Background: an optimization exercise with open tools, aiming at small area, a short achievable clock period and few clock cycles per item. Do not read the settings as production practice. Where RTL was checked, it was by simulation tests only, not by an equivalence proof against the original. Only the layout flow was run in run 2; the RTL was not checked for function there. No activity file was given, so power comes from the tool's default toggle rates.

==> flow/design.v, too long to show whole: its modules and the start of the top module <==
// module tc_fa: 10 lines
// module tc_aoi21: 8 lines
// module tc_oai21: 8 lines
// module tc_mux2: 8 lines
// module tc_dot_product: 2922 lines
module tc_dot_product #(
    parameter int shape_k    = SHAPE_K_DEF,
    parameter int in_width   = IN_WIDTH_DEF,
    parameter int depth_warp = DEPTH_WARP_DEF,
    parameter int fifo_depth = FIFO_DEPTH_DEF
) (
    input  logic                          clk,
    input  logic                          reset_i,
    input  logic [shape_k*in_width-1:0]   a_i,
    input  logic [shape_k*in_width-1:0]   b_i,
    input  logic [C_WIDTH-1:0]            c_i,
    input  tc_pkg::tc_op_e                        op_i,
    input  logic [IDXW_WIDTH-1:0]         ctrl_reg_idxw_i,
    input  logic [depth_warp-1:0]         ctrl_warpid_i,
    input  logic                          in_valid_i,
    input  logic                          out_ready_i,
    output logic                          in_ready_o,
    output logic                          out_valid_o,
    output logic [C_WIDTH-1:0]            result_o,
    output logic                          ovf_o,
    output logic [IDXW_WIDTH-1:0]         ctrl_reg_idxw_o,
    output logic [depth_warp-1:0]         ctrl_warpid_o
);
  // ...
==> flow/flow/run.sh <==
#!/bin/bash
# Layout flow: the standard flow unchanged, except that the port buffers
# are sky130_fd_sc_hd__buf_2 instead of the default delay-style buffer.
export BUFFER_PORTS_ARGS="-buffer_cell sky130_fd_sc_hd__buf_2"
bash standard.sh > standard.log 2>&1
==> flow/standard.sh <==
#!/bin/bash
# synth_recipe.tcl (not shown) runs the flow's synth.tcl, then flattens the netlist and writes it again
# the make line also repeats each setting of config.mk as NAME=value (left out here)
make -C /OpenROAD-flow-scripts/flow DESIGN_CONFIG=/design/flow/config.mk WORK_HOME=/design/flow/orfs CLKGATE_MAP_FILE= SYNTH_SCRIPT=/design/flow/synth_recipe.tcl "${@:-finish}"
==> flow/config.mk <==
export PLATFORM = sky130hd
export DESIGN_NAME = tc_dot_product
export DESIGN_NICKNAME = tc_dot_product
export VERILOG_FILES = /design/flow/design.v
export SDC_FILE = /design/flow/constraint.sdc
export NUM_CORES = 4
export LEC_CHECK = 0
export CAP_MARGIN = 20
export CORE_MARGIN = 2
export CORE_UTILIZATION = 40
export SETUP_SLACK_MARGIN = 2.8
export SLEW_MARGIN = 20
export SYNTH_HIERARCHICAL = 1
export SYNTH_MINIMUM_KEEP_SIZE = 0
==> flow/constraint.sdc <==
create_clock -name core_clock -period 5.5 [get_ports {clk}]
set_input_delay 1.1000 -clock core_clock [delete_from_list [all_inputs] [get_ports {clk}]]
set_output_delay 1.1000 -clock core_clock [all_outputs]
set_load 0.01 [all_outputs]
==> flow_summary.yaml, run 1 <==
synthesis:
  synth_common_cells: "538 x nand2_1, 495 x fa_1, 299 x edfxtp_1"
  yosysWarningCount: 9
  synth_xor_area_share_pct: 2.45
  syn_inst: 1782
pwr:
  comb_cell_power_uw: 14600
  clkPwrFrac_pct: 10.7
  powerClk_uw: 2300
worst_setup_path:
  cpMaxStageDelayCell: "fa_2"
  rrSetupSlack_ns: 2.40
  cp.required_ns: 5.78
  ff2ff_path_depth: 6
clock_network:
  cts_resized: 174
  cts_sinks: 302
drt:
  drt_iter0_markers: 800
  wl_mm: 67.7
place:
  gp_congestion: 0.952
cells_and_area:
  top_register: "t1_q"
  stdcell_area_um2: 28300
  clock_area_share_pct: 3.95
  reg_top3: "t1_q x178, t2_q x67, idxw_q x24"
  multi_input_area_share_pct: 53.4
  largest_reg_flops: 178
timing:
  tightest_slew_ns: 1.15
  whs_ns: 0.418
  drv_slew: 0
  grt_setup_unrepaired: "yes"
min_path:
  min_from: "idxw_q[1][5]"
floorplan:
  n_tap_cell: 765
status:
  status: "no timing/DRC/antenna violations"
grt:
  grt_pass1_vias: 15800
Testbench counts, summed over its fixed seeds: cycles 3,224, items 3,200.
==> run 2: changes to the inputs <==
--- a/flow/design.v
+++ b/flow/design.v
@@ -1600,25 +1600,25 @@
     logic s1496;
     logic c1497;
     logic s1498;
     logic c1499;
     logic s1500;
     logic c1501;
     logic s1502;
     logic c1503;
-    logic [67:0] t2_q;
     logic s1504;
     logic c1505;
     logic s1506;
     logic c1507;
     logic s1508;
     logic c1509;
     logic s1510;
     logic c1511;
+    logic [62:0] t2_q;
     logic s1512;
     logic c1513;
     logic s1514;
     logic c1515;
     logic s1516;
     logic c1517;
     logic s1518;
     logic c1519;
@@ -1667,16 +1667,18 @@
     logic s1562;
     logic c1563;
     logic s1564;
     logic c1565;
     logic s1566;
     logic c1567;
     logic s1568;
     logic c1569;
+    logic s1570;
+    logic c1571;
     assign pp1 = ~(a_i[0] & b_i[0]);
     assign pp2 = ~(a_i[0] & b_i[1]);
     assign pp3 = ~(a_i[0] & b_i[2]);
     assign pp4 = ~(a_i[0] & b_i[3]);
     assign pp5 = ~(a_i[0] & b_i[4]);
     assign pp6 = ~(a_i[0] & b_i[5]);
     assign pp7 = ~(a_i[0] & b_i[6]);
     assign pp8 = ~(a_i[0] & b_i[7]);
@@ -2574,200 +2576,200 @@
     assign sx1252 = t1_q[163] ^ sgn_q[0];
     assign sx1253 = t1_q[167] ^ sgn_q[0];
     assign sx1254 = t1_q[168] ^ sgn_q[0];
     assign sx1255 = t1_q[169] ^ sgn_q[0];
     assign sx1256 = t1_q[170] ^ sgn_q[0];
     assign sx1257 = t1_q[173] ^ sgn_q[0];
     assign sx1258 = t1_q[174] ^ sgn_q[0];
     assign sx1259 = t1_q[175] ^ sgn_q[0];
-    tc_fa u_fa352 (.a(t1_q[36]), .b(t1_q[37]), .ci(t1_q[38]), .s(s1260), .co(c1261));
-    tc_fa u_fa353 (.a(t1_q[51]), .b(t1_q[52]), .ci(t1_q[53]), .s(s1262), .co(c1263));
-    tc_fa u_fa354 (.a(t1_q[54]), .b(t1_q[55]), .ci(t1_q[56]), .s(s1264), .co(c1265));
-    tc_fa u_fa355 (.a(t1_q[57]), .b(t1_q[58]), .ci(t1_q[59]), .s(s1266), .co(c1267));
-    tc_fa u_fa356 (.a(t1_q[69]), .b(t1_q[70]), .ci(t1_q[71]), .s(s1268), .co(c1269));
-    tc_fa u_fa357 (.a(t1_q[72]), .b(t1_q[73]), .ci(t1_q[74]), .s(s1270), .co(c1271));
-    tc_fa u_fa358 (.a(t1_q[75]), .b(t1_q[76]), .ci(t1_q[77]), .s(s1272), .co(c1273));
-    tc_fa u_fa359 (.a(t1_q[78]), .b(t1_q[79]), .ci(t1_q[80]), .s(s1274), .co(c1275));
-    assign s1276 = ~(t1_q[81] ^ t1_q[82]);
-    assign c1277 = t1_q[81] | t1_q[82];
-    tc_fa u_fa360 (.a(t1_q[88]), .b(t1_q[89]), .ci(t1_q[90]), .s(s1278), .co(c1279));
-    tc_fa u_fa361 (.a(t1_q[91]), .b(t1_q[92]), .ci(t1_q[93]), .s(s1280), .co(c1281));
-    tc_fa u_fa362 (.a(t1_q[94]), .b(t1_q[95]), .ci(t1_q[96]), .s(s1282), .co(c1283));
-    tc_fa u_fa363 (.a(t1_q[97]), .b(t1_q[98]), .ci(t1_q[99]), .s(s1284), .co(c1285));
-    tc_fa u_fa364 (.a(t1_q[100]), .b(sx1223), .ci(sx1224), .s(s1286), .co(c1287));
-    assign s1288 = ~(sx1225 ^ sx1226);
-    assign c1289 = sx1225 | sx1226;
-    tc_fa u_fa365 (.a(t1_q[107]), .b(t1_q[108]), .ci(t1_q[109]), .s(s1290), .co(c1291));
-    tc_fa u_fa366 (.a(t1_q[110]), .b(t1_q[111]), .ci(t1_q[112]), .s(s1292), .co(c1293));
-    tc_fa u_fa367 (.a(t1_q[113]), .b(t1_q[114]), .ci(t1_q[115]), .s(s1294), .co(c1295));
-    tc_fa u_fa368 (.a(t1_q[116]), .b(t1_q[117]), .ci(t1_q[118]), .s(s1296), .co(c1297));
-    tc_fa u_fa369 (.a(sx1229), .b(sx1230), .ci(sx1231), .s(s1298), .co(c1299));
-    assign s1300 = ~(sx1232 ^ sx1233);
-    assign c1301 = sx1232 | sx1233;
-    tc_fa u_fa370 (.a(t1_q[125]), .b(t1_q[126]), .ci(t1_q[127]), .s(s1302), .co(c1303));
-    tc_fa u_fa371 (.a(t1_q[128]), .b(t1_q[129]), .ci(t1_q[130]), .s(s1304), .co(c1305));
-    tc_fa u_fa372 (.a(t1_q[131]), .b(t1_q[132]), .ci(t1_q[133]), .s(s1306), .co(c1307));
-    tc_fa u_fa373 (.a(sx1235), .b(sx1236), .ci(sx1237), .s(s1308), .co(c1309));
-    tc_fa u_fa374 (.a(t1_q[140]), .b(t1_q[141]), .ci(t1_q[142]), .s(s1310), .co(c1311));
-    tc_fa u_fa375 (.a(t1_q[143]), .b(t1_q[144]), .ci(t1_q[145]), .s(s1312), .co(c1313));
-    tc_fa u_fa376 (.a(t1_q[25]), .b(t1_q[26]), .ci(t1_q[27]), .s(s1314), .co(c1315));
-    tc_fa u_fa377 (.a(t1_q[39]), .b(t1_q[40]), .ci(t1_q[41]), .s(s1316), .co(c1317));
-    tc_fa u_fa378 (.a(t1_q[42]), .b(t1_q[43]), .ci(t1_q[44]), .s(s1318), .co(c1319));
-    assign s1320 = ~(t1_q[45] ^ t1_q[46]);
-    assign c1321 = t1_q[45] | t1_q[46];
-    tc_fa u_fa379 (.a(t1_q[60]), .b(t1_q[61]), .ci(t1_q[62]), .s(s1322), .co(c1323));
-    tc_fa u_fa380 (.a(t1_q[63]), .b(t1_q[64]), .ci(t1_q[65]), .s(s1324), .co(c1325));
-    tc_fa u_fa381 (.a(t1_q[66]), .b(sx1218), .ci(sx1219), .s(s1326), .co(c1327));
-    assign s1328 = ~(c1261 ^ s1262);
-    assign c1329 = c1261 | s1262;
-    tc_fa u_fa382 (.a(t1_q[83]), .b(t1_q[84]), .ci(sx1220), .s(s1330), .co(c1331));
-    tc_fa u_fa383 (.a(sx1221), .b(sx1222), .ci(c1263), .s(s1332), .co(c1333));
-    tc_fa u_fa384 (.a(c1265), .b(c1267), .ci(s1268), .s(s1334), .co(c1335));
-    tc_fa u_fa385 (.a(s1270), .b(s1272), .ci(s1274), .s(s1336), .co(c1337));
-    tc_fa u_fa386 (.a(sx1227), .b(sx1228), .ci(c1269), .s(s1338), .co(c1339));
-    tc_fa u_fa387 (.a(c1271), .b(c1273), .ci(c1275), .s(s1340), .co(c1341));
-    tc_fa u_fa388 (.a(c1277), .b(s1278), .ci(s1280), .s(s1342), .co(c1343));
-    tc_fa u_fa389 (.a(s1282), .b(s1284), .ci(s1286), .s(s1344), .co(c1345));
-    tc_fa u_fa390 (.a(sx1234), .b(c1279), .ci(c1281), .s(s1346), .co(c1347));
-    tc_fa u_fa391 (.a(c1283), .b(c1285), .ci(c1287), .s(s1348), .co(c1349));
-    tc_fa u_fa392 (.a(c1289), .b(s1290), .ci(s1292), .s(s1350), .co(c1351));
-    tc_fa u_fa393 (.a(s1294), .b(s1296), .ci(s1298), .s(s1352), .co(c1353));
-    tc_fa u_fa394 (.a(sx1238), .b(sx1239), .ci(sx1240), .s(s1354), .co(c1355));
-    tc_fa u_fa395 (.a(c1291), .b(c1293), .ci(c1295), .s(s1356), .co(c1357));
-    tc_fa u_fa396 (.a(c1297), .b(c1299), .ci(c1301), .s(s1358), .co(c1359));
-    tc_fa u_fa397 (.a(s1302), .b(s1304), .ci(s1306), .s(s1360), .co(c1361));
-    tc_fa u_fa398 (.a(t1_q[146]), .b(sx1241), .ci(sx1242), .s(s1362), .co(c1363));
-    tc_fa u_fa399 (.a(sx1243), .b(sx1244), .ci(sx1245), .s(s1364), .co(c1365));
-    tc_fa u_fa400 (.a(sx1246), .b(c1303), .ci(c1305), .s(s1366), .co(c1367));
-    tc_fa u_fa401 (.a(c1307), .b(c1309), .ci(s1310), .s(s1368), .co(c1369));
-    tc_fa u_fa402 (.a(t1_q[153]), .b(t1_q[154]), .ci(t1_q[155]), .s(s1370), .co(c1371));
-    tc_fa u_fa403 (.a(t1_q[156]), .b(t1_q[157]), .ci(sx1247), .s(s1372), .co(c1373));
-    tc_fa u_fa404 (.a(sx1248), .b(sx1249), .ci(sx1250), .s(s1374), .co(c1375));
-    tc_fa u_fa405 (.a(sx1251), .b(sx1252), .ci(c1311), .s(s1376), .co(c1377));
-    tc_fa u_fa406 (.a(t1_q[164]), .b(t1_q[165]), .ci(t1_q[166]), .s(s1378), .co(c1379));
-    tc_fa u_fa407 (.a(t1_q[8]), .b(t1_q[9]), .ci(t1_q[10]), .s(s1380), .co(c1381));
-    tc_fa u_fa408 (.a(t1_q[16]), .b(t1_q[17]), .ci(t1_q[18]), .s(s1382), .co(c1383));
-    tc_fa u_fa409 (.a(t1_q[19]), .b(t1_q[20]), .ci(t1_q[21]), .s(s1384), .co(c1385));
-    tc_fa u_fa410 (.a(t1_q[28]), .b(t1_q[29]), .ci(t1_q[30]), .s(s1386), .co(c1387));
-    tc_fa u_fa411 (.a(t1_q[31]), .b(t1_q[32]), .ci(t1_q[33]), .s(s1388), .co(c1389));
-    assign s1390 = ~(t1_q[34] ^ t1_q[35]);
-    assign c1391 = t1_q[34] | t1_q[35];
-    tc_fa u_fa412 (.a(t1_q[47]), .b(t1_q[48]), .ci(t1_q[49]), .s(s1392), .co(c1393));
-    tc_fa u_fa413 (.a(t1_q[50]), .b(s1260), .ci(c1315), .s(s1394), .co(c1395));
-    tc_fa u_fa414 (.a(s1316), .b(s1318), .ci(s1320), .s(s1396), .co(c1397));
-    tc_fa u_fa415 (.a(s1264), .b(s1266), .ci(c1317), .s(s1398), .co(c1399));
-    tc_fa u_fa416 (.a(c1319), .b(c1321), .ci(s1322), .s(s1400), .co(c1401));
-    tc_fa u_fa417 (.a(s1324), .b(s1326), .ci(s1328), .s(s1402), .co(c1403));
-    tc_fa u_fa418 (.a(s1276), .b(c1323), .ci(c1325), .s(s1404), .co(c1405));
-    tc_fa u_fa419 (.a(c1327), .b(c1329), .ci(s1330), .s(s1406), .co(c1407));
-    tc_fa u_fa420 (.a(s1332), .b(s1334), .ci(s1336), .s(s1408), .co(c1409));
-    tc_fa u_fa421 (.a(s1288), .b(c1331), .ci(c1333), .s(s1410), .co(c1411));
-    tc_fa u_fa422 (.a(c1335), .b(c1337), .ci(s1338), .s(s1412), .co(c1413));
-    tc_fa u_fa423 (.a(s1340), .b(s1342), .ci(s1344), .s(s1414), .co(c1415));
-    tc_fa u_fa424 (.a(s1300), .b(c1339), .ci(c1341), .s(s1416), .co(c1417));
-    tc_fa u_fa425 (.a(c1343), .b(c1345), .ci(s1346), .s(s1418), .co(c1419));
-    tc_fa u_fa426 (.a(s1348), .b(s1350), .ci(s1352), .s(s1420), .co(c1421));
-    tc_fa u_fa427 (.a(s1308), .b(c1347), .ci(c1349), .s(s1422), .co(c1423));
-    tc_fa u_fa428 (.a(c1351), .b(c1353), .ci(s1354), .s(s1424), .co(c1425));
-    tc_fa u_fa429 (.a(s1356), .b(s1358), .ci(s1360), .s(s1426), .co(c1427));
-    tc_fa u_fa430 (.a(s1312), .b(c1355), .ci(c1357), .s(s1428), .co(c1429));
-    tc_fa u_fa431 (.a(c1359), .b(c1361), .ci(s1362), .s(s1430), .co(c1431));
-    tc_fa u_fa432 (.a(s1364), .b(s1366), .ci(s1368), .s(s1432), .co(c1433));
-    tc_fa u_fa433 (.a(c1313), .b(c1363), .ci(c1365), .s(s1434), .co(c1435));
-    tc_fa u_fa434 (.a(c1367), .b(c1369), .ci(s1370), .s(s1436), .co(c1437));
-    tc_fa u_fa435 (.a(s1372), .b(s1374), .ci(s1376), .s(s1438), .co(c1439));
-    tc_fa u_fa436 (.a(sx1253), .b(sx1254), .ci(sx1255), .s(s1440), .co(c1441));
-    tc_fa u_fa437 (.a(sx1256), .b(c1371), .ci(c1373), .s(s1442), .co(c1443));
-    tc_fa u_fa438 (.a(c1375), .b(c1377), .ci(s1378), .s(s1444), .co(c1445));
-    tc_fa u_fa439 (.a(t1_q[171]), .b(t1_q[172]), .ci(sx1257), .s(s1446), .co(c1447));
-    assign s1448 = ~(sx1258 ^ sx1259);
-    assign c1449 = sx1258 | sx1259;
-    tc_fa u_fa440 (.a(t1_q[11]), .b(t1_q[12]), .ci(t1_q[13]), .s(s1450), .co(c1451));
-    tc_fa u_fa441 (.a(t1_q[22]), .b(t1_q[23]), .ci(t1_q[24]), .s(s1452), .co(c1453));
-    assign s1454 = ~(c1381 ^ s1382);
-    assign c1455 = c1381 | s1382;
-    tc_fa u_fa442 (.a(s1314), .b(c1383), .ci(c1385), .s(s1456), .co(c1457));
-    tc_fa u_fa443 (.a(s1386), .b(s1388), .ci(s1390), .s(s1458), .co(c1459));
-    tc_fa u_fa444 (.a(c1387), .b(c1389), .ci(c1391), .s(s1460), .co(c1461));
-    tc_fa u_fa445 (.a(s1392), .b(s1394), .ci(s1396), .s(s1462), .co(c1463));
-    tc_fa u_fa446 (.a(c1393), .b(c1395), .ci(c1397), .s(s1464), .co(c1465));
-    tc_fa u_fa447 (.a(s1398), .b(s1400), .ci(s1402), .s(s1466), .co(c1467));
-    tc_fa u_fa448 (.a(c1399), .b(c1401), .ci(c1403), .s(s1468), .co(c1469));
-    tc_fa u_fa449 (.a(s1404), .b(s1406), .ci(s1408), .s(s1470), .co(c1471));
-    tc_fa u_fa450 (.a(c1405), .b(c1407), .ci(c1409), .s(s1472), .co(c1473));
-    tc_fa u_fa451 (.a(s1410), .b(s1412), .ci(s1414), .s(s1474), .co(c1475));
-    tc_fa u_fa452 (.a(c1411), .b(c1413), .ci(c1415), .s(s1476), .co(c1477));
-    tc_fa u_fa453 (.a(s1416), .b(s1418), .ci(s1420), .s(s1478), .co(c1479));
-    tc_fa u_fa454 (.a(c1417), .b(c1419), .ci(c1421), .s(s1480), .co(c1481));
-    tc_fa u_fa455 (.a(s1422), .b(s1424), .ci(s1426), .s(s1482), .co(c1483));
-    tc_fa u_fa456 (.a(c1423), .b(c1425), .ci(c1427), .s(s1484), .co(c1485));
-    tc_fa u_fa457 (.a(s1428), .b(s1430), .ci(s1432), .s(s1486), .co(c1487));
-    tc_fa u_fa458 (.a(c1429), .b(c1431), .ci(c1433), .s(s1488), .co(c1489));
-    tc_fa u_fa459 (.a(s1434), .b(s1436), .ci(s1438), .s(s1490), .co(c1491));
-    tc_fa u_fa460 (.a(c1435), .b(c1437), .ci(c1439), .s(s1492), .co(c1493));
-    tc_fa u_fa461 (.a(s1440), .b(s1442), .ci(s1444), .s(s1494), .co(c1495));
-    tc_fa u_fa462 (.a(c1379), .b(c1441), .ci(c1443), .s(s1496), .co(c1497));
-    tc_fa u_fa463 (.a(c1445), .b(s1446), .ci(s1448), .s(s1498), .co(c1499));
-    tc_fa u_fa464 (.a(t1_q[176]), .b(t1_q[177]), .ci(t1_q[178]), .s(s1500), .co(c1501));
-    assign s1502 = ~(c1447 ^ c1449);
-    assign c1503 = c1447 | c1449;
-    assign s1504 = ~(t2_q[4] ^ t2_q[5]);
-    assign c1505 = t2_q[4] | t2_q[5];
-    tc_fa u_fa465 (.a(t2_q[8]), .b(t2_q[9]), .ci(t2_q[10]), .s(s1506), .co(c1507));
-    tc_fa u_fa466 (.a(t2_q[12]), .b(t2_q[13]), .ci(t2_q[14]), .s(s1508), .co(c1509));
-    tc_fa u_fa467 (.a(t2_q[16]), .b(t2_q[17]), .ci(t2_q[18]), .s(s1510), .co(c1511));
-    tc_fa u_fa468 (.a(t2_q[20]), .b(t2_q[21]), .ci(t2_q[22]), .s(s1512), .co(c1513));
-    tc_fa u_fa469 (.a(t2_q[24]), .b(t2_q[25]), .ci(t2_q[26]), .s(s1514), .co(c1515));
-    tc_fa u_fa470 (.a(t2_q[28]), .b(t2_q[29]), .ci(t2_q[30]), .s(s1516), .co(c1517));
-    tc_fa u_fa471 (.a(t2_q[32]), .b(t2_q[33]), .ci(t2_q[34]), .s(s1518), .co(c1519));
-    tc_fa u_fa472 (.a(t2_q[36]), .b(t2_q[37]), .ci(t2_q[38]), .s(s1520), .co(c1521));
-    tc_fa u_fa473 (.a(t2_q[40]), .b(t2_q[41]), .ci(t2_q[42]), .s(s1522), .co(c1523));
-    tc_fa u_fa474 (.a(t2_q[44]), .b(t2_q[45]), .ci(t2_q[46]), .s(s1524), .co(c1525));
-    tc_fa u_fa475 (.a(t2_q[48]), .b(t2_q[49]), .ci(t2_q[50]), .s(s1526), .co(c1527));
-    tc_fa u_fa476 (.a(t2_q[52]), .b(t2_q[53]), .ci(t2_q[54]), .s(s1528), .co(c1529));
-    tc_fa u_fa477 (.a(t2_q[56]), .b(t2_q[57]), .ci(t2_q[58]), .s(s1530), .co(c1531));
-    tc_fa u_fa478 (.a(t2_q[60]), .b(t2_q[61]), .ci(t2_q[62]), .s(s1532), .co(c1533));
-    assign s1534 = ~(t2_q[64] ^ t2_q[65]);
-    assign c1535 = t2_q[64] | t2_q[65];
-    assign s1536 = ~(t2_q[1] ^ t2_q[2]);
-    assign c1537 = t2_q[1] | t2_q[2];
-    tc_fa u_fa479 (.a(t2_q[6]), .b(t2_q[7]), .ci(s1504), .s(s1538), .co(c1539));
-    tc_fa u_fa480 (.a(t2_q[11]), .b(c1505), .ci(s1506), .s(s1540), .co(c1541));
-    tc_fa u_fa481 (.a(t2_q[15]), .b(c1507), .ci(s1508), .s(s1542), .co(c1543));
-    tc_fa u_fa482 (.a(t2_q[19]), .b(c1509), .ci(s1510), .s(s1544), .co(c1545));
-    tc_fa u_fa483 (.a(t2_q[23]), .b(c1511), .ci(s1512), .s(s1546), .co(c1547));
-    tc_fa u_fa484 (.a(t2_q[27]), .b(c1513), .ci(s1514), .s(s1548), .co(c1549));
-    tc_fa u_fa485 (.a(t2_q[31]), .b(c1515), .ci(s1516), .s(s1550), .co(c1551));
-    tc_fa u_fa486 (.a(t2_q[35]), .b(c1517), .ci(s1518), .s(s1552), .co(c1553));
-    tc_fa u_fa487 (.a(t2_q[39]), .b(c1519), .ci(s1520), .s(s1554), .co(c1555));
-    tc_fa u_fa488 (.a(t2_q[43]), .b(c1521), .ci(s1522), .s(s1556), .co(c1557));
-    tc_fa u_fa489 (.a(t2_q[47]), .b(c1523), .ci(s1524), .s(s1558), .co(c1559));
-    tc_fa u_fa490 (.a(t2_q[51]), .b(c1525), .ci(s1526), .s(s1560), .co(c1561));
-    tc_fa u_fa491 (.a(t2_q[55]), .b(c1527), .ci(s1528), .s(s1562), .co(c1563));
-    tc_fa u_fa492 (.a(t2_q[59]), .b(c1529), .ci(s1530), .s(s1564), .co(c1565));
-    tc_fa u_fa493 (.a(t2_q[63]), .b(c1531), .ci(s1532), .s(s1566), .co(c1567));
-    tc_fa u_fa494 (.a(t2_q[66]), .b(c1533), .ci(s1534), .s(s1568), .co(c1569));
+    tc_fa u_fa352 (.a(t1_q[1]), .b(t1_q[2]), .ci(t1_q[3]), .s(s1260), .co(c1261));
+    tc_fa u_fa353 (.a(t1_q[4]), .b(t1_q[5]), .ci(t1_q[6]), .s(s1262), .co(c1263));
+    tc_fa u_fa354 (.a(t1_q[8]), .b(t1_q[9]), .ci(t1_q[10]), .s(s1264), .co(c1265));
+    tc_fa u_fa355 (.a(t1_q[11]), .b(t1_q[12]), .ci(t1_q[13]), .s(s1266), .co(c1267));
+    tc_fa u_fa356 (.a(t1_q[16]), .b(t1_q[17]), .ci(t1_q[18]), .s(s1268), .co(c1269));
+    tc_fa u_fa357 (.a(t1_q[19]), .b(t1_q[20]), .ci(t1_q[21]), .s(s1270), .co(c1271));
+    tc_fa u_fa358 (.a(t1_q[22]), .b(t1_q[23]), .ci(t1_q[24]), .s(s1272), .co(c1273));
+    tc_fa u_fa359 (.a(t1_q[25]), .b(t1_q[26]), .ci(t1_q[27]), .s(s1274), .co(c1275));
+    tc_fa u_fa360 (.a(t1_q[28]), .b(t1_q[29]), .ci(t1_q[30]), .s(s1276), .co(c1277));
+    tc_fa u_fa361 (.a(t1_q[31]), .b(t1_q[32]), .ci(t1_q[33]), .s(s1278), .co(c1279));
+    tc_fa u_fa362 (.a(t1_q[36]), .b(t1_q[37]), .ci(t1_q[38]), .s(s1280), .co(c1281));
+    tc_fa u_fa363 (.a(t1_q[39]), .b(t1_q[40]), .ci(t1_q[41]), .s(s1282), .co(c1283));
+    tc_fa u_fa364 (.a(t1_q[42]), .b(t1_q[43]), .ci(t1_q[44]), .s(s1284), .co(c1285));
+    tc_fa u_fa365 (.a(t1_q[45]), .b(t1_q[46]), .ci(t1_q[47]), .s(s1286), .co(c1287));
+    tc_fa u_fa366 (.a(t1_q[48]), .b(t1_q[49]), .ci(t1_q[50]), .s(s1288), .co(c1289));
+    tc_fa u_fa367 (.a(t1_q[51]), .b(t1_q[52]), .ci(t1_q[53]), .s(s1290), .co(c1291));
+    tc_fa u_fa368 (.a(t1_q[54]), .b(t1_q[55]), .ci(t1_q[56]), .s(s1292), .co(c1293));
+    tc_fa u_fa369 (.a(t1_q[57]), .b(t1_q[58]), .ci(t1_q[59]), .s(s1294), .co(c1295));
+    tc_fa u_fa370 (.a(t1_q[60]), .b(t1_q[61]), .ci(t1_q[62]), .s(s1296), .co(c1297));
+    tc_fa u_fa371 (.a(t1_q[63]), .b(t1_q[64]), .ci(t1_q[65]), .s(s1298), .co(c1299));
+    tc_fa u_fa372 (.a(t1_q[66]), .b(sx1218), .ci(sx1219), .s(s1300), .co(c1301));
+    tc_fa u_fa373 (.a(t1_q[69]), .b(t1_q[70]), .ci(t1_q[71]), .s(s1302), .co(c1303));
+    tc_fa u_fa374 (.a(t1_q[72]), .b(t1_q[73]), .ci(t1_q[74]), .s(s1304), .co(c1305));
+    tc_fa u_fa375 (.a(t1_q[75]), .b(t1_q[76]), .ci(t1_q[77]), .s(s1306), .co(c1307));
+    tc_fa u_fa376 (.a(t1_q[78]), .b(t1_q[79]), .ci(t1_q[80]), .s(s1308), .co(c1309));
+    tc_fa u_fa377 (.a(t1_q[81]), .b(t1_q[82]), .ci(t1_q[83]), .s(s1310), .co(c1311));
+    tc_fa u_fa378 (.a(t1_q[84]), .b(sx1220), .ci(sx1221), .s(s1312), .co(c1313));
+    tc_fa u_fa379 (.a(t1_q[88]), .b(t1_q[89]), .ci(t1_q[90]), .s(s1314), .co(c1315));
+    tc_fa u_fa380 (.a(t1_q[91]), .b(t1_q[92]), .ci(t1_q[93]), .s(s1316), .co(c1317));
+    tc_fa u_fa381 (.a(t1_q[94]), .b(t1_q[95]), .ci(t1_q[96]), .s(s1318), .co(c1319));
+    tc_fa u_fa382 (.a(t1_q[97]), .b(t1_q[98]), .ci(t1_q[99]), .s(s1320), .co(c1321));
+    tc_fa u_fa383 (.a(t1_q[100]), .b(sx1223), .ci(sx1224), .s(s1322), .co(c1323));
+    tc_fa u_fa384 (.a(sx1225), .b(sx1226), .ci(sx1227), .s(s1324), .co(c1325));
+    tc_fa u_fa385 (.a(t1_q[107]), .b(t1_q[108]), .ci(t1_q[109]), .s(s1326), .co(c1327));
+    tc_fa u_fa386 (.a(t1_q[110]), .b(t1_q[111]), .ci(t1_q[112]), .s(s1328), .co(c1329));
+    tc_fa u_fa387 (.a(t1_q[113]), .b(t1_q[114]), .ci(t1_q[115]), .s(s1330), .co(c1331));
+    tc_fa u_fa388 (.a(t1_q[116]), .b(t1_q[117]), .ci(t1_q[118]), .s(s1332), .co(c1333));
+    tc_fa u_fa389 (.a(sx1229), .b(sx1230), .ci(sx1231), .s(s1334), .co(c1335));
+    tc_fa u_fa390 (.a(sx1232), .b(sx1233), .ci(sx1234), .s(s1336), .co(c1337));
+    tc_fa u_fa391 (.a(t1_q[125]), .b(t1_q[126]), .ci(t1_q[127]), .s(s1338), .co(c1339));
+    tc_fa u_fa392 (.a(t1_q[128]), .b(t1_q[129]), .ci(t1_q[130]), .s(s1340), .co(c1341));
+    tc_fa u_fa393 (.a(t1_q[131]), .b(t1_q[132]), .ci(t1_q[133]), .s(s1342), .co(c1343));
+    tc_fa u_fa394 (.a(sx1235), .b(sx1236), .ci(sx1237), .s(s1344), .co(c1345));
+    tc_fa u_fa395 (.a(sx1238), .b(sx1239), .ci(sx1240), .s(s1346), .co(c1347));
+    tc_fa u_fa396 (.a(t1_q[140]), .b(t1_q[141]), .ci(t1_q[142]), .s(s1348), .co(c1349));
+    tc_fa u_fa397 (.a(t1_q[143]), .b(t1_q[144]), .ci(t1_q[145]), .s(s1350), .co(c1351));
+    tc_fa u_fa398 (.a(t1_q[146]), .b(sx1241), .ci(sx1242), .s(s1352), .co(c1353));
+    tc_fa u_fa399 (.a(sx1243), .b(sx1244), .ci(sx1245), .s(s1354), .co(c1355));
+    tc_fa u_fa400 (.a(t1_q[153]), .b(t1_q[154]), .ci(t1_q[155]), .s(s1356), .co(c1357));
+    tc_fa u_fa401 (.a(t1_q[156]), .b(t1_q[157]), .ci(sx1247), .s(s1358), .co(c1359));
+    tc_fa u_fa402 (.a(sx1248), .b(sx1249), .ci(sx1250), .s(s1360), .co(c1361));
+    tc_fa u_fa403 (.a(t1_q[164]), .b(t1_q[165]), .ci(t1_q[166]), .s(s1362), .co(c1363));
+    tc_fa u_fa404 (.a(sx1253), .b(sx1254), .ci(sx1255), .s(s1364), .co(c1365));
+    tc_fa u_fa405 (.a(t1_q[171]), .b(t1_q[172]), .ci(sx1257), .s(s1366), .co(c1367));
+    tc_fa u_fa406 (.a(t1_q[176]), .b(t1_q[177]), .ci(t1_q[178]), .s(s1368), .co(c1369));
+    tc_fa u_fa407 (.a(c1261), .b(s1262), .ci(t1_q[7]), .s(s1370), .co(c1371));
+    tc_fa u_fa408 (.a(c1263), .b(s1264), .ci(s1266), .s(s1372), .co(c1373));
+    tc_fa u_fa409 (.a(c1265), .b(c1267), .ci(s1268), .s(s1374), .co(c1375));
+    tc_fa u_fa410 (.a(c1269), .b(c1271), .ci(c1273), .s(s1376), .co(c1377));
+    tc_fa u_fa411 (.a(s1274), .b(s1276), .ci(s1278), .s(s1378), .co(c1379));
+    tc_fa u_fa412 (.a(c1275), .b(c1277), .ci(c1279), .s(s1380), .co(c1381));
+    tc_fa u_fa413 (.a(s1280), .b(s1282), .ci(s1284), .s(s1382), .co(c1383));
+    tc_fa u_fa414 (.a(c1281), .b(c1283), .ci(c1285), .s(s1384), .co(c1385));
+    tc_fa u_fa415 (.a(c1287), .b(c1289), .ci(s1290), .s(s1386), .co(c1387));
+    tc_fa u_fa416 (.a(s1292), .b(s1294), .ci(s1296), .s(s1388), .co(c1389));
+    tc_fa u_fa417 (.a(c1291), .b(c1293), .ci(c1295), .s(s1390), .co(c1391));
+    tc_fa u_fa418 (.a(c1297), .b(c1299), .ci(c1301), .s(s1392), .co(c1393));
+    tc_fa u_fa419 (.a(s1302), .b(s1304), .ci(s1306), .s(s1394), .co(c1395));
+    tc_fa u_fa420 (.a(s1308), .b(s1310), .ci(s1312), .s(s1396), .co(c1397));
+    tc_fa u_fa421 (.a(c1303), .b(c1305), .ci(c1307), .s(s1398), .co(c1399));
+    tc_fa u_fa422 (.a(c1309), .b(c1311), .ci(c1313), .s(s1400), .co(c1401));
+    tc_fa u_fa423 (.a(s1314), .b(s1316), .ci(s1318), .s(s1402), .co(c1403));
+    tc_fa u_fa424 (.a(s1320), .b(s1322), .ci(s1324), .s(s1404), .co(c1405));
+    tc_fa u_fa425 (.a(c1315), .b(c1317), .ci(c1319), .s(s1406), .co(c1407));
+    tc_fa u_fa426 (.a(c1321), .b(c1323), .ci(c1325), .s(s1408), .co(c1409));
+    tc_fa u_fa427 (.a(s1326), .b(s1328), .ci(s1330), .s(s1410), .co(c1411));
+    tc_fa u_fa428 (.a(s1332), .b(s1334), .ci(s1336), .s(s1412), .co(c1413));
+    tc_fa u_fa429 (.a(c1327), .b(c1329), .ci(c1331), .s(s1414), .co(c1415));
+    tc_fa u_fa430 (.a(c1333), .b(c1335), .ci(c1337), .s(s1416), .co(c1417));
+    tc_fa u_fa431 (.a(s1338), .b(s1340), .ci(s1342), .s(s1418), .co(c1419));
+    tc_fa u_fa432 (.a(c1339), .b(c1341), .ci(c1343), .s(s1420), .co(c1421));
+    tc_fa u_fa433 (.a(c1345), .b(c1347), .ci(s1348), .s(s1422), .co(c1423));
+    tc_fa u_fa434 (.a(s1350), .b(s1352), .ci(s1354), .s(s1424), .co(c1425));
+    tc_fa u_fa435 (.a(c1349), .b(c1351), .ci(c1353), .s(s1426), .co(c1427));
+    tc_fa u_fa436 (.a(c1355), .b(s1356), .ci(s1358), .s(s1428), .co(c1429));
+    tc_fa u_fa437 (.a(s1360), .b(sx1251), .ci(sx1252), .s(s1430), .co(c1431));
+    tc_fa u_fa438 (.a(c1357), .b(c1359), .ci(c1361), .s(s1432), .co(c1433));
+    tc_fa u_fa439 (.a(s1362), .b(s1364), .ci(sx1256), .s(s1434), .co(c1435));
+    tc_fa u_fa440 (.a(c1363), .b(c1365), .ci(s1366), .s(s1436), .co(c1437));
+    assign s1438 = ~(c1381 ^ c1383);
+    assign c1439 = c1381 | c1383;
+    tc_fa u_fa441 (.a(c1385), .b(c1387), .ci(c1389), .s(s1440), .co(c1441));
+    assign s1442 = ~(s1390 ^ s1392);
+    assign c1443 = s1390 | s1392;
+    tc_fa u_fa442 (.a(c1391), .b(c1393), .ci(c1395), .s(s1444), .co(c1445));
+    tc_fa u_fa443 (.a(c1397), .b(s1398), .ci(s1400), .s(s1446), .co(c1447));
+    assign s1448 = ~(s1402 ^ s1404);
+    assign c1449 = s1402 | s1404;
+    tc_fa u_fa444 (.a(c1399), .b(c1401), .ci(c1403), .s(s1450), .co(c1451));
+    tc_fa u_fa445 (.a(c1405), .b(s1406), .ci(s1408), .s(s1452), .co(c1453));
+    assign s1454 = ~(s1410 ^ s1412);
+    assign c1455 = s1410 | s1412;
+    tc_fa u_fa446 (.a(c1407), .b(c1409), .ci(c1411), .s(s1456), .co(c1457));
+    tc_fa u_fa447 (.a(c1413), .b(s1414), .ci(s1416), .s(s1458), .co(c1459));
+    tc_fa u_fa448 (.a(s1418), .b(s1344), .ci(s1346), .s(s1460), .co(c1461));
+    tc_fa u_fa449 (.a(c1415), .b(c1417), .ci(c1419), .s(s1462), .co(c1463));
+    tc_fa u_fa450 (.a(s1420), .b(s1422), .ci(s1424), .s(s1464), .co(c1465));
+    tc_fa u_fa451 (.a(c1421), .b(c1423), .ci(c1425), .s(s1466), .co(c1467));
+    assign s1468 = ~(c1375 ^ s1376);
+    assign c1469 = c1375 | s1376;
+    tc_fa u_fa452 (.a(c1377), .b(c1379), .ci(s1380), .s(s1470), .co(c1471));
+    assign s1472 = ~(s1382 ^ s1286);
+    assign c1473 = s1382 | s1286;
+    tc_fa u_fa453 (.a(s1384), .b(s1386), .ci(s1388), .s(s1474), .co(c1475));
+    tc_fa u_fa454 (.a(s1298), .b(s1300), .ci(s1438), .s(s1476), .co(c1477));
+    tc_fa u_fa455 (.a(s1394), .b(s1396), .ci(sx1222), .s(s1478), .co(c1479));
+    tc_fa u_fa456 (.a(c1439), .b(s1440), .ci(s1442), .s(s1480), .co(c1481));
+    tc_fa u_fa457 (.a(sx1228), .b(c1441), .ci(c1443), .s(s1482), .co(c1483));
+    tc_fa u_fa458 (.a(s1444), .b(s1446), .ci(s1448), .s(s1484), .co(c1485));
+    tc_fa u_fa459 (.a(c1445), .b(c1447), .ci(c1449), .s(s1486), .co(c1487));
+    tc_fa u_fa460 (.a(s1450), .b(s1452), .ci(s1454), .s(s1488), .co(c1489));
+    tc_fa u_fa461 (.a(c1451), .b(c1453), .ci(c1455), .s(s1490), .co(c1491));
+    tc_fa u_fa462 (.a(s1456), .b(s1458), .ci(s1460), .s(s1492), .co(c1493));
+    tc_fa u_fa463 (.a(sx1246), .b(c1457), .ci(c1459), .s(s1494), .co(c1495));
+    tc_fa u_fa464 (.a(c1461), .b(s1462), .ci(s1464), .s(s1496), .co(c1497));
+    tc_fa u_fa465 (.a(s1426), .b(s1428), .ci(s1430), .s(s1498), .co(c1499));
+    tc_fa u_fa466 (.a(c1463), .b(c1465), .ci(s1466), .s(s1500), .co(c1501));
+    tc_fa u_fa467 (.a(c1427), .b(c1429), .ci(c1431), .s(s1502), .co(c1503));
+    tc_fa u_fa468 (.a(s1432), .b(s1434), .ci(c1467), .s(s1504), .co(c1505));
+    tc_fa u_fa469 (.a(c1433), .b(c1435), .ci(s1436), .s(s1506), .co(c1507));
+    assign s1508 = ~(sx1258 ^ sx1259);
+    assign c1509 = sx1258 | sx1259;
+    assign s1510 = ~(c1437 ^ c1367);
+    assign c1511 = c1437 | c1367;
+    assign s1512 = ~(t2_q[3] ^ t2_q[4]);
+    assign c1513 = t2_q[3] | t2_q[4];
+    tc_fa u_fa470 (.a(t2_q[7]), .b(t2_q[8]), .ci(t2_q[9]), .s(s1514), .co(c1515));
+    tc_fa u_fa471 (.a(t2_q[11]), .b(t2_q[12]), .ci(t2_q[13]), .s(s1516), .co(c1517));
+    tc_fa u_fa472 (.a(t2_q[15]), .b(t2_q[16]), .ci(t2_q[17]), .s(s1518), .co(c1519));
+    tc_fa u_fa473 (.a(t2_q[19]), .b(t2_q[20]), .ci(t2_q[21]), .s(s1520), .co(c1521));
+    tc_fa u_fa474 (.a(t2_q[23]), .b(t2_q[24]), .ci(t2_q[25]), .s(s1522), .co(c1523));
+    tc_fa u_fa475 (.a(t2_q[27]), .b(t2_q[28]), .ci(t2_q[29]), .s(s1524), .co(c1525));
+    tc_fa u_fa476 (.a(t2_q[31]), .b(t2_q[32]), .ci(t2_q[33]), .s(s1526), .co(c1527));
+    tc_fa u_fa477 (.a(t2_q[35]), .b(t2_q[36]), .ci(t2_q[37]), .s(s1528), .co(c1529));
+    tc_fa u_fa478 (.a(t2_q[39]), .b(t2_q[40]), .ci(t2_q[41]), .s(s1530), .co(c1531));
+    tc_fa u_fa479 (.a(t2_q[43]), .b(t2_q[44]), .ci(t2_q[45]), .s(s1532), .co(c1533));
+    tc_fa u_fa480 (.a(t2_q[47]), .b(t2_q[48]), .ci(t2_q[49]), .s(s1534), .co(c1535));
+    tc_fa u_fa481 (.a(t2_q[51]), .b(t2_q[52]), .ci(t2_q[53]), .s(s1536), .co(c1537));
+    tc_fa u_fa482 (.a(t2_q[55]), .b(t2_q[56]), .ci(t2_q[57]), .s(s1538), .co(c1539));
+    assign s1540 = ~(t2_q[59] ^ t2_q[60]);
+    assign c1541 = t2_q[59] | t2_q[60];
+    assign s1542 = ~(t2_q[5] ^ t2_q[6]);
+    assign c1543 = t2_q[5] | t2_q[6];
+    tc_fa u_fa483 (.a(t2_q[10]), .b(c1513), .ci(s1514), .s(s1544), .co(c1545));
+    tc_fa u_fa484 (.a(t2_q[14]), .b(c1515), .ci(s1516), .s(s1546), .co(c1547));
+    tc_fa u_fa485 (.a(t2_q[18]), .b(c1517), .ci(s1518), .s(s1548), .co(c1549));
+    tc_fa u_fa486 (.a(t2_q[22]), .b(c1519), .ci(s1520), .s(s1550), .co(c1551));
+    tc_fa u_fa487 (.a(t2_q[26]), .b(c1521), .ci(s1522), .s(s1552), .co(c1553));
+    tc_fa u_fa488 (.a(t2_q[30]), .b(c1523), .ci(s1524), .s(s1554), .co(c1555));
+    tc_fa u_fa489 (.a(t2_q[34]), .b(c1525), .ci(s1526), .s(s1556), .co(c1557));
+    tc_fa u_fa490 (.a(t2_q[38]), .b(c1527), .ci(s1528), .s(s1558), .co(c1559));
+    tc_fa u_fa491 (.a(t2_q[42]), .b(c1529), .ci(s1530), .s(s1560), .co(c1561));
+    tc_fa u_fa492 (.a(t2_q[46]), .b(c1531), .ci(s1532), .s(s1562), .co(c1563));
+    tc_fa u_fa493 (.a(t2_q[50]), .b(c1533), .ci(s1534), .s(s1564), .co(c1565));
+    tc_fa u_fa494 (.a(t2_q[54]), .b(c1535), .ci(s1536), .s(s1566), .co(c1567));
+    tc_fa u_fa495 (.a(t2_q[58]), .b(c1537), .ci(s1538), .s(s1568), .co(c1569));
+    tc_fa u_fa496 (.a(t2_q[61]), .b(c1539), .ci(s1540), .s(s1570), .co(c1571));
     always_ff @(posedge clk) begin
         if (adv) begin
             t1_q <= {uns, uns, uns, c1031, c1189, c1073, c1217, c1215, uns, s1188, s1216, s1214, c1213, c1211, s1028, c1027, c1187, pp511, s852, s1212, s1210, c1209, c1207, ~c_i[13], s1026, s1186, c1185, c1183, pp510, s842, s1208, s1206, c1205, c1203, s1024, s1184, s1182, c1181, c1179, c1177, c1175, pp509, s832, s1204, s1202, c1201, c1199, s1180, s1178, s1176, s1174, c1173, c1171, c1169, c1167, c1165, pp508, s822, s1200, s1198, c1197, c1195, ~c_i[10], s1172, s1170, s1168, s1166, s1164, c1163, c1161, c1159, c1157, c1155, c1153, pp507, s812, s1196, s1194, c1193, c1191, s1162, s1160, s1158, s1156, s1154, s1152, c1151, c1149, c1147, c1145, c1143, c1141, c1139, pp506, s1192, s1190, ~c_i[8], s982, s1150, s1148, s1146, s1144, s1142, s1140, s1138, c1137, c1135, c1133, c1131, c1129, c1127, c1125, s1034, s1032, s962, s960, s1136, s1134, s1132, s1130, s1128, s1126, s1124, c1123, c1121, c1119, c1117, c1115, c1113, c1111, s662, s660, s1122, s1120, s1118, s1116, s1114, s1112, s1110, c1109, c1107, c1105, c1103, c1101, c1099, s1108, s1106, s1104, s1102, s1100, s1098, c1097, c1095, c1093, c1091, c1089, ~c_i[4], s1096, s1094, s1092, s1090, s1088, c1087, c1085, c1083, s566, s880, s1086, s1084, s1082, c1081, c1079, c1077, s1080, s1078, s1076, c1075, ~c_i[1], s860, s1074, s854};
-            t2_q <= {t1_q[180], c1503, c1501, t1_q[179], s1502, s1500, c1499, c1497, s1498, s1496, c1495, c1493, s1494, s1492, c1491, c1489, s1490, s1488, c1487, c1485, s1486, s1484, c1483, c1481, s1482, s1480, c1479, c1477, s1478, s1476, c1475, c1473, s1474, s1472, c1471, c1469, s1470, s1468, c1467, c1465, s1466, s1464, c1463, c1461, s1462, s1460, c1459, c1457, s1458, s1456, c1455, c1453, s1454, s1452, c1451, s1384, s1450, s1380, t1_q[15], t1_q[14], t1_q[7], t1_q[6], t1_q[5], t1_q[4], t1_q[3], t1_q[2], t1_q[1], t1_q[0]};
+            t2_q <= {t1_q[180], c1511, t1_q[179], c1369, s1510, c1509, c1507, s1368, s1508, s1506, c1505, c1503, s1504, s1502, c1501, c1499, s1500, s1498, c1497, c1495, s1496, s1494, c1493, c1491, s1492, s1490, c1489, c1487, s1488, s1486, c1485, c1483, s1484, s1482, c1481, c1479, s1480, s1478, c1477, c1475, s1476, s1474, c1473, c1471, s1472, s1470, c1469, s1288, s1468, t1_q[35], t1_q[34], s1378, s1272, s1270, s1374, c1373, t1_q[15], t1_q[14], s1372, c1371, s1370, s1260, t1_q[0]};
         end
     end
     logic          sgn_t;
     logic [19:0] ra, rb;
     logic [15:1]   cy;
     logic          neg0, neg1, neg;
     logic [15:0]   sum;
     logic          sat_ovf;
     logic [15:0]   sat_val;
     logic [15:0]   clamp;
     assign sgn_t = sgn_q[1];
-    assign ra  = ~{t2_q[67], c1535, c1567, c1565, c1563, c1561, c1559, c1557, c1555, c1553, c1551, c1549, c1547, c1545, c1543, c1541, c1539, c1537, t2_q[3], t2_q[0]};
-    assign rb  = ~{1'b1, c1569, s1568, s1566, s1564, s1562, s1560, s1558, s1556, s1554, s1552, s1550, s1548, s1546, s1544, s1542, s1540, s1538, s1536, 1'b1};
+    assign ra  = ~{t2_q[62], c1541, c1569, c1567, c1565, c1563, c1561, c1559, c1557, c1555, c1553, c1551, c1549, c1547, c1545, c1543, s1512, t2_q[2], t2_q[1], t2_q[0]};
+    assign rb  = ~{1'b1, c1571, s1570, s1568, s1566, s1564, s1562, s1560, s1558, s1556, s1554, s1552, s1550, s1548, s1546, s1544, s1542, 1'b1, 1'b1, 1'b1};
     logic [19:0] pg_g, pg_p, pg_o;
     assign pg_g = ra & rb;
     assign pg_p = ra ^ rb;
     assign pg_o = ra | rb;
     logic kg1, kp1;
     tc_aoi21 u_kg1 (.g(pg_g[1]), .p(pg_p[1]), .gl(pg_g[0]), .y(kg1));
     assign kp1 = ~(pg_p[1] & pg_p[0]);
     logic kg2, kp2;
==> flow/config.mk (replaced) <==
export PLATFORM = sky130hd
export DESIGN_NAME = tc_dot_product
export DESIGN_NICKNAME = tc_dot_product
export VERILOG_FILES = /design/flow/design.v
export SDC_FILE = /design/flow/constraint.sdc
export NUM_CORES = 4
export LEC_CHECK = 0
export CAP_MARGIN = 20
export CORE_MARGIN = 2
export CORE_UTILIZATION = 40
export SETUP_SLACK_MARGIN = 2.6
export SLEW_MARGIN = 20
export SYNTH_HIERARCHICAL = 1
export SYNTH_MINIMUM_KEEP_SIZE = 0
==> run 2 against run 1 <==
Largest power group unchanged; sequential share of layout area increased by 0.25 points; worst setup slack got worse by 0.066 ns; first-iteration DRC count is 13% lower; cell count fell by 0.66%; sequential cell count is 5 lower; highest routed layer unchanged; register-to-register slack lost 0.07 ns.
==> flow_summary.yaml, run 2 <==
status:
  status: "no timing/DRC/antenna violations"
floorplan:
  io_pins: 190
  rows: 88
  start_util_pct: 40.5
  die_area_um2: 60500
  die_x_um: 246
  core_area_um2: 57800
  die_h_um: 246
clock_network:
  clock_latency_ns: 0.55
  htree_levels: 2
  cts_buffers: 35
  cts_tree: "built"
  cts_sinks: 297
  cts-root-buf: "clkbuf_16"
  clockBufferDepth: 3
  cts.clk_slew.worst_paths_ns: 0.05
cells_and_area:
  final_common_cell: "nand2_1"
  drive_above_1_share_pct: 31.8
  multi_input_area_um2: 14900
  reg_top3: "t1_q x178, t2_q x62, idxw_q x24"
  fin_util_pct: 47.7
  stdcell_count: 2692
  final_cell_mix: "423 x nand2_1, 357 x fa_1, 294 x edfxtp_1"
  stdcell_area_um2: 27600
  largest_reg_flops: 178
  top_register: "t1_q"
  syn2layout_area_growth_pct: 17.8
  nets: 2588
  register_area_um2: 8890
  fill_cells: 5030
timing:
  layout_min_cycle_time_ns: 3.17
  fin_setup_tns_ns: 0
  clock_skew_ns: 0.0326
  drv_slew: 0
  setup_viol: 0
  grt_setup_unrepaired: "yes"
  max_freq_mhz: 316
  final-hold-violation-count: 0
  relSlewSlack_pct: 38.1
  tightest_slew_ns: 0.929
  period_share_pct: 57.6
drt:
  drt_iter0_markers: 700
  dr.pass1.iters: 5
  route.detailed.drc: 0
  ant_nets: 0
  dr_total_vias: 13600
  wl_mm: 66.4
  wl_per_cell_um: 24.7
  vias_per_cell: 5.07
pwr:
  p_leak_uw: 0.00988
  p_switching_uw: 8520
  p_int_uw: 11500
  fin_total_pwr_uw: 20000
  p_comb_share_pct: 65.5
  seq_power_share_pct: 23.2
  vdd_drop_max_v: 0.000665
  sw_frac_of_total_pct: 42.5
  clkPwrFrac_pct: 11.3
  power.density_nw_per_um2: 726
place:
  dpl.hpwl_mm: 55.0
  portBuffers: 189
  dpl_cell_area_um2: 25600
  placed_cells: 2601
  gp_congestion: 0.938
grt:
  grt-ovfl-total: 0
  grt_usage_pct: 22.8
  grt_pass1_wl_mm: 98.8
  antenna_found_initial: 3
  grt_max_degree: 167
  grt_pass1_vias: 15700
worst_setup_path:
  cp.required_ns: 5.78
  crit_arrival_ns: 3.44
  rrSetupSlack_ns: 2.33
  regToRegEndpoint: "t2_q[42]"
  critPathKind: "register to register"
  setup.worst_path.start: "sgn_q[0]"
  timing.rr.start: "sgn_q[0]"
  start_kind: "register"
  endpoint_kind: "register"
  crit_fanout: 6
  ff2ff_path_depth: 7
flow_run:
  max_cap_violations: 0
synthesis:
  synthDistinctLibCells: 36
  synthMostInstantiatedCell: "nand2_1"
  yosysSeqAreaShare_pct: 37.9
  synthArstFlopShare_pct: 0
  ys_ff_latch: 297
  synth_common_cells: "533 x nand2_1, 497 x fa_1, 294 x edfxtp_1"
  synth_top_area_share_pct: 42.5
  yosysTopAreaCell: "fa_1"
  yosysWarningCount: 9
  synth_edf_count: 294
  synth_area_leaders: "fa_1 42%, edfxtp_1 38%, nand2_1 8.5%"
  synth.avg_cell_area_um2: 13.2
  yosys_most_used_dff: "edfxtp_1"
  syn_area_um2: 23400
  syn_inst: 1773
min_path:
  worstHoldEndpoint: "idxw_q[1][2]"
  min_path_cells: 0
  hold_path_class: "register to register"
  min_from: "idxw_q[0][2]"
## run 2: cell type report
type                       count  share of cell area, %
multi-input combinational   1241                   54.2
tap                          765                   3.47
antenna                        2                 0.0181
sequential                   297                   32.2
clock buffer                  43                   3.28
inverter                     106                   1.44
clock inverter                19                  0.648
timing repair buffer         219                   4.77
## run 2: modules after synthesis, one instance, submodules excluded
module | times used | cells inside
tc_oai21 | 21 | 1
tc_mux2 | 2 | 1
tc_aoi21 | 27 | 1
tc_dot_product | 1 | 1226
tc_fa | 497 | 1
## run 2: layer usage
metal / up-vias / track usage [%] / share of wire [%]
li1: 5779 / - / -
met1: 7322 / 27.8 / 39
met2: 422 / 40.4 / 52
met3: 117 / 5.14 / 6.3
met4: 2 / 6.31 / 2.6
met5: - / 0 / 0.023
## run 2: worst max-delay path, stage by stage (launching register included)
cell and delay [ns]:
edfxtp_1 0.37, buf_6 0.15, buf_12 0.15, xor2_4 0.15
fa_1 0.60, fa_1 0.48, fa_1 0.53, fa_2 0.45
## run 2: stage by stage
stage	setup WS (ns)	hold WS [ns]
3_3_place_gp	2.08	0.401
2_1_floorplan	1.21	0.400
6_report	2.33	0.417
3_5_place_dp	2.02	0.405
4_1_cts	2.33	0.418
5_1_grt	2.29	0.426
## run 2: power by group through the flow
stage	Combinational (uW)	Clock, uW	Sequential (uW)
after global placement	10400	0	4650
final	13100	2260	4640
after CTS	12100	2330	4650
after floorplan	7410	0	4510
after detailed placement	10600	0	4680
after global routing	14400	2410	4740
## run 2: kinds of logic (layout without fill, tap and decap cells)
logic type	after synthesis	after routing	synth area share (%)
simple gates	562	563	9.22
fa+ha+maj	528	528	44.1
flops	297	297	37.9
buf+inv	242	387	3.94
compound gates	72	72	2.05
xor+xnor	66	66	2.47
mux	4	4	0.214
other cells	2	10	0.0321
## run 2: what timing repair did
action | in CTS | in global routing
cloned | 5 | 0
endpoints found under the setup margin | 50 | 28
buffers inserted | 13 | 9
endpoints found under the hold margin | 0 | 0
pin swaps | 38 | 26
hold buffers | 0 | 0
gates resized for setup | 87 | 42
## run 2: how the worst max path moves through the flow
stage / end / slack (ns) / cells after the start
2_1_floorplan: in_ready_o / 1.21 / 1
3_3_place_gp: t2_q[42] / 2.08 / 6
3_5_place_dp: t2_q[42] / 2.02 / 6
4_1_cts: t2_q[42] / 2.33 / 7
5_1_grt: t2_q[42] / 2.29 / 7
6_report: t2_q[42] / 2.33 / 7

==> static timing again, ports no longer ideal <==
Ports are ideal in the flow. The routed layouts listed here were re-timed in OpenROAD.
Step 1: set_driving_cell puts a clkbuf_16 on clk and a buf_2 on each other input, an assumption about the parent block.
Step 2 also shifts input and output timing later by t, the mid clock arrival at the registers, as if the neighbouring blocks saw the same clock.
a / b / c = no drivers / after step 1 / after step 2; a / b = the first two.
run | t, ns | setup slack, ns | worst hold slack (ns) | worst setup path after step 2
run 1 | 0.595 | 2.399 / 2.399 / 2.184 | 0.418 / 0.418 / 0.418 | input to register
run 2 | 0.585 | 2.333 / 2.333 / 2.038 | 0.417 / 0.417 / 0.417 | input to register
After both steps every run listed still meets setup and hold. The setup slack of run 2, which loses most, moves by 0.000 ns with the drivers and by -0.295 ns with both steps.
